This design comes from an exercise in tuning for small area, a short achievable clock period and few clock cycles per item on the open sky130 flow, not from production work. Only simulation tests tie the RTL to the original design; equivalence was not proved. Power figures rest on the tool's default switching activity, not on a simulated workload.

the previous run:
==> flow/design.v (excerpt) <==
module pointer_motion_scaler_unit (
  input  logic               clk,
  input  logic               rst,
  input  logic               ev_valid,
  output logic               ev_ready,
  input  logic               ev_func,
  input  logic [2:0]         ev_event_kind,
  input  logic signed [15:0] ev_motion_value,
  input  logic               ev_sync_flag,
  input  logic [2:0]         ev_action,
  output logic               res_valid,
  input  logic               res_ready,
  output logic signed [15:0] res_scaled_value,
  output logic               res_keep_event
);
  function automatic logic [1:0] q0tab(input logic [6:0] x);
    case (x)
      7'd0: q0tab = 2'd1;
      7'd1: q0tab = 2'd1;
      7'd2: q0tab = 2'd0;
      7'd3: q0tab = 2'd0;
      7'd4: q0tab = 2'd0;
      7'd5: q0tab = 2'd0;
      7'd6: q0tab = 2'd2;
      7'd7: q0tab = 2'd2;
      7'd8: q0tab = 2'd1;
      7'd9: q0tab = 2'd1;
      7'd10: q0tab = 2'd0;
      7'd11: q0tab = 2'd0;
      7'd12: q0tab = 2'd0;
      7'd13: q0tab = 2'd0;
      7'd14: q0tab = 2'd0;
      7'd15: q0tab = 2'd2;
      7'd16: q0tab = 2'd1;
      7'd17: q0tab = 2'd0;
      7'd18: q0tab = 2'd0;
      7'd19: q0tab = 2'd0;
      7'd20: q0tab = 2'd0;
      7'd21: q0tab = 2'd0;
      7'd22: q0tab = 2'd0;
      7'd23: q0tab = 2'd2;
      7'd24: q0tab = 2'd1;
      7'd25: q0tab = 2'd0;
      7'd26: q0tab = 2'd0;
      7'd27: q0tab = 2'd0;
      7'd28: q0tab = 2'd0;
      7'd29: q0tab = 2'd0;
      7'd30: q0tab = 2'd0;
      7'd31: q0tab = 2'd0;
      7'd32: q0tab = 2'd1;
      7'd33: q0tab = 2'd0;
      7'd34: q0tab = 2'd0;
      7'd35: q0tab = 2'd0;
      7'd36: q0tab = 2'd0;
  ...
Size: about 120 flip-flops, ~47 I/O pins.
Settings: LEC_CHECK=0, ABC_AREA=1, CAP_MARGIN=20, CORE_MARGIN=2, CORE_UTILIZATION=40, CTS_BUF_LIST=sky130_fd_sc_hd__clkbuf_4 sky130_fd_sc_hd__clkbuf_8, CTS_CLUSTER_SIZE=25, SETUP_SLACK_MARGIN=5, SLEW_MARGIN=20; clock period 10.0 ns.
run.sh (not shown) runs the stock make flow with config.mk's settings and CLKGATE_MAP_FILE= SYNTH_SCRIPT=/design/flow/synth_recipe.tcl, a recipe that flattens the netlist after the stock synthesis.
The flow did not stop early for the previous run: all stages ran, and the layout cleared the timing, design-rule and antenna checks.
Testbench counts of the previous run, summed over its fixed seeds: cycles 8,012, items 8,000.
What the current run does differently from the previous run at the input level:
Settings: SLEW_MARGIN changed from 20 to 5; CTS_CLUSTER_SIZE removed (was 25); CAP_MARGIN changed from 20 to 5; CTS_BUF_LIST changed from sky130_fd_sc_hd__clkbuf_4 sky130_fd_sc_hd__clkbuf_8 to sky130_fd_sc_hd__clkbuf_8.
==> comparison <==
The final layout from the current run, which completed every stage, passed the timing, design-rule and antenna checks at the end of the flow.
The previous run finished every stage and its layout cleared the timing, design-rule and antenna checks.
Delta (the current run minus the previous run): multi-input logic portion of the cell area shows no meaningful change; fraction of area in registers saw little to no change; maximum frequency now sits at about the same level; power level; required arrival time at the worst endpoint neither gained nor lost much.
[compare] base=the previous run new=the current run: setup slack level; net count of the finished layout comparable.


Another version of the RTL of pointer_motion_scaler_unit (not shown whole).
For scale: roughly 120 flip-flops, ~11,000 um2 of cells after synthesis.
clock: 10.0 ns
lec_check: 0
abc_area: 1
cap_margin: 20
core_margin: 2
core_utilization: 40
cts_buf_list: sky130_fd_sc_hd__clkbuf_8
gpl_routability_driven: 0
gpl_timing_driven: 1
setup_slack_margin: 5
slew_margin: 20
Testbench counts at the start, summed over its fixed seeds: cycles 8,012, items 8,000.
Rerun with:
CORE_UTILIZATION = 60   (was 40)
GPL_ROUTABILITY_DRIVEN = not set   (was 0)
GPL_TIMING_DRIVEN = not set   (was 1)
- first-iteration DRC count climbs by 5.2%
- worst setup slack is worse by 0.0058 ns
- routed wire length drops by 2.7%
- fmax barely changes
- synthesized area is unchanged
- clock power climbs by about 3%
- combinational power hardly moves
- die area drops by about 33%
Rerun with:
CORE_UTILIZATION = 40   (was 60)
PLACE_DENSITY = 0.5   (was not set)
The changed run ran to the end with no violations. Power climbs by 0.55%. Combinational power goes up by about 2%. Setup slack gains 0.0056 ns.


RTL: one of the versions met above, not the one the previous note started from.
Size: roughly 12000 sq um of cells after synthesis.
clock: 10.0 ns
lec_check: 0
abc_area: 1
cap_margin: 20
core_margin: 2
core_utilization: 40
cts_buf_list: sky130_fd_sc_hd__clkbuf_8
setup_slack_margin: 5
slew_margin: 20
tns_end_percent: 10
The starting point passed the timing, design-rule and antenna checks.
Testbench counts at the start, summed over its fixed seeds: cycles 8,012, items 8,000.
Rerun with:
--- a/flow/config.mk
+++ b/flow/config.mk
@@ -12,0 +13 @@
+export CTS_CLUSTER_SIZE = 30
@@ -15 +15,0 @@
-export TNS_END_PERCENT = 10
Synthesized cell count stays the same. Power is higher by 0.36%. Core utilization rose by 0.22 points.
Rerun with:
--- a/flow/config.mk
+++ b/flow/config.mk
@@ -12,2 +11,0 @@
-export CTS_BUF_LIST = sky130_fd_sc_hd__clkbuf_8
-export CTS_CLUSTER_SIZE = 30
Final cell count is about the same.
Power rises by a few percent.
Area after synthesis does not change.
Die area is unchanged.
Sequential share of layout area goes down by 0.40 points.
Setup slack gets worse by 0.034 ns.
Routed wire length hardly moves.
Cell area went up slightly.
Fmax went down slightly.
Global-route usage barely changes.
Rerun with:
--- a/flow/config.mk
+++ b/flow/config.mk
@@ -11,0 +12,2 @@
+export CTS_BUF_LIST = sky130_fd_sc_hd__clkbuf_8
+export CTS_CLUSTER_SIZE = 50
Outcome:
- core utilization fell by 0.76 points
- synthesized area stays the same
- setup slack improved by 0.034 ns
- sequential share of layout area rose by 0.40 points
- hold slack is about the same
- via count hardly moves
- first-iteration DRC count rose by a few percent
- fmax rose slightly
- sequential power is about the same


run 1:
RTL: one of the versions met above, not the one the previous note started from.
For scale: roughly 1600 cells after synthesis, ~120 flip-flops.
Settings: LEC_CHECK=0, ABC_AREA=1, CAP_MARGIN=20, CORE_MARGIN=2, CORE_UTILIZATION=40, CTS_BUF_LIST=sky130_fd_sc_hd__clkbuf_8, CTS_CLUSTER_DIAMETER=200, CTS_CLUSTER_SIZE=40, SETUP_SLACK_MARGIN=5, SLEW_MARGIN=20; clock period 10.0 ns.
Testbench counts of run 1, summed over its fixed seeds: cycles 8,012, items 8,000.
Inputs modified between run 1 and run 2:
Settings: CTS_CLUSTER_DIAMETER: 200 -> unset; CTS_CLUSTER_SIZE: 40 -> unset; CORE_UTILIZATION: 40 -> 25.
### Flow results
- Maximum VDD drop ended up 3.8% lower on run 2 than on run 1.
- Run 2 against run 1: maximum frequency saw a decrease, final worst slack saw a decrease, shortest clock period the worst path allows after layout saw an increase.
- The run showing the greater critical path depth is run 2.
- Re number of standard cells in the layout, taps in and fillers out: run 1 was lower than run 2.

## re-timing with driven ports
In the flow no input, the clock included, has a driving cell. The finished layouts below were timed again as built, in two steps.
Step 1, drivers: a clkbuf_16 drives clk and a buf_2 each remaining input, both assumed.
Step 2 adds t to the input delays and takes it off the output delays; t is the mean of the earliest and latest rising clock arrival at the registers after step 1. Input paths then give back, and output paths get back, about the clock's delay inside the block.
Three values: ideal ports, drivers, drivers and shift; two values: the first two.
run	shift t [ns]	slack for setup (ns)	cell pins on the clock port's net
the previous run	0.474	5.110 / 5.091 / 4.660	1
the current run	0.474	5.110 / 5.091 / 4.660	1
the first run of note 2	0.499	5.126 / 5.099 / 4.683	1
the second run of note 2	0.494	5.120 / 5.104 / 4.645	1
the third run of note 2	0.492	5.126 / 5.098 / 4.727	1
the first run of note 3	0.475	5.065 / 5.045 / 4.615	1
the second run of note 3	0.474	5.110 / 5.091 / 4.660	1
the third run of note 3	0.446	5.076 / 5.092 / 4.651	1
the fourth run of note 3	0.474	5.110 / 5.091 / 4.660	1
run 1	0.476	5.123 / 5.097 / 4.710	1
run 2	0.523	5.097 / 5.088 / 4.600	1
After both steps every run listed still meets setup and hold. The setup slack of run 2, which loses most, moves by -0.009 ns with the drivers and by -0.497 ns with both steps.
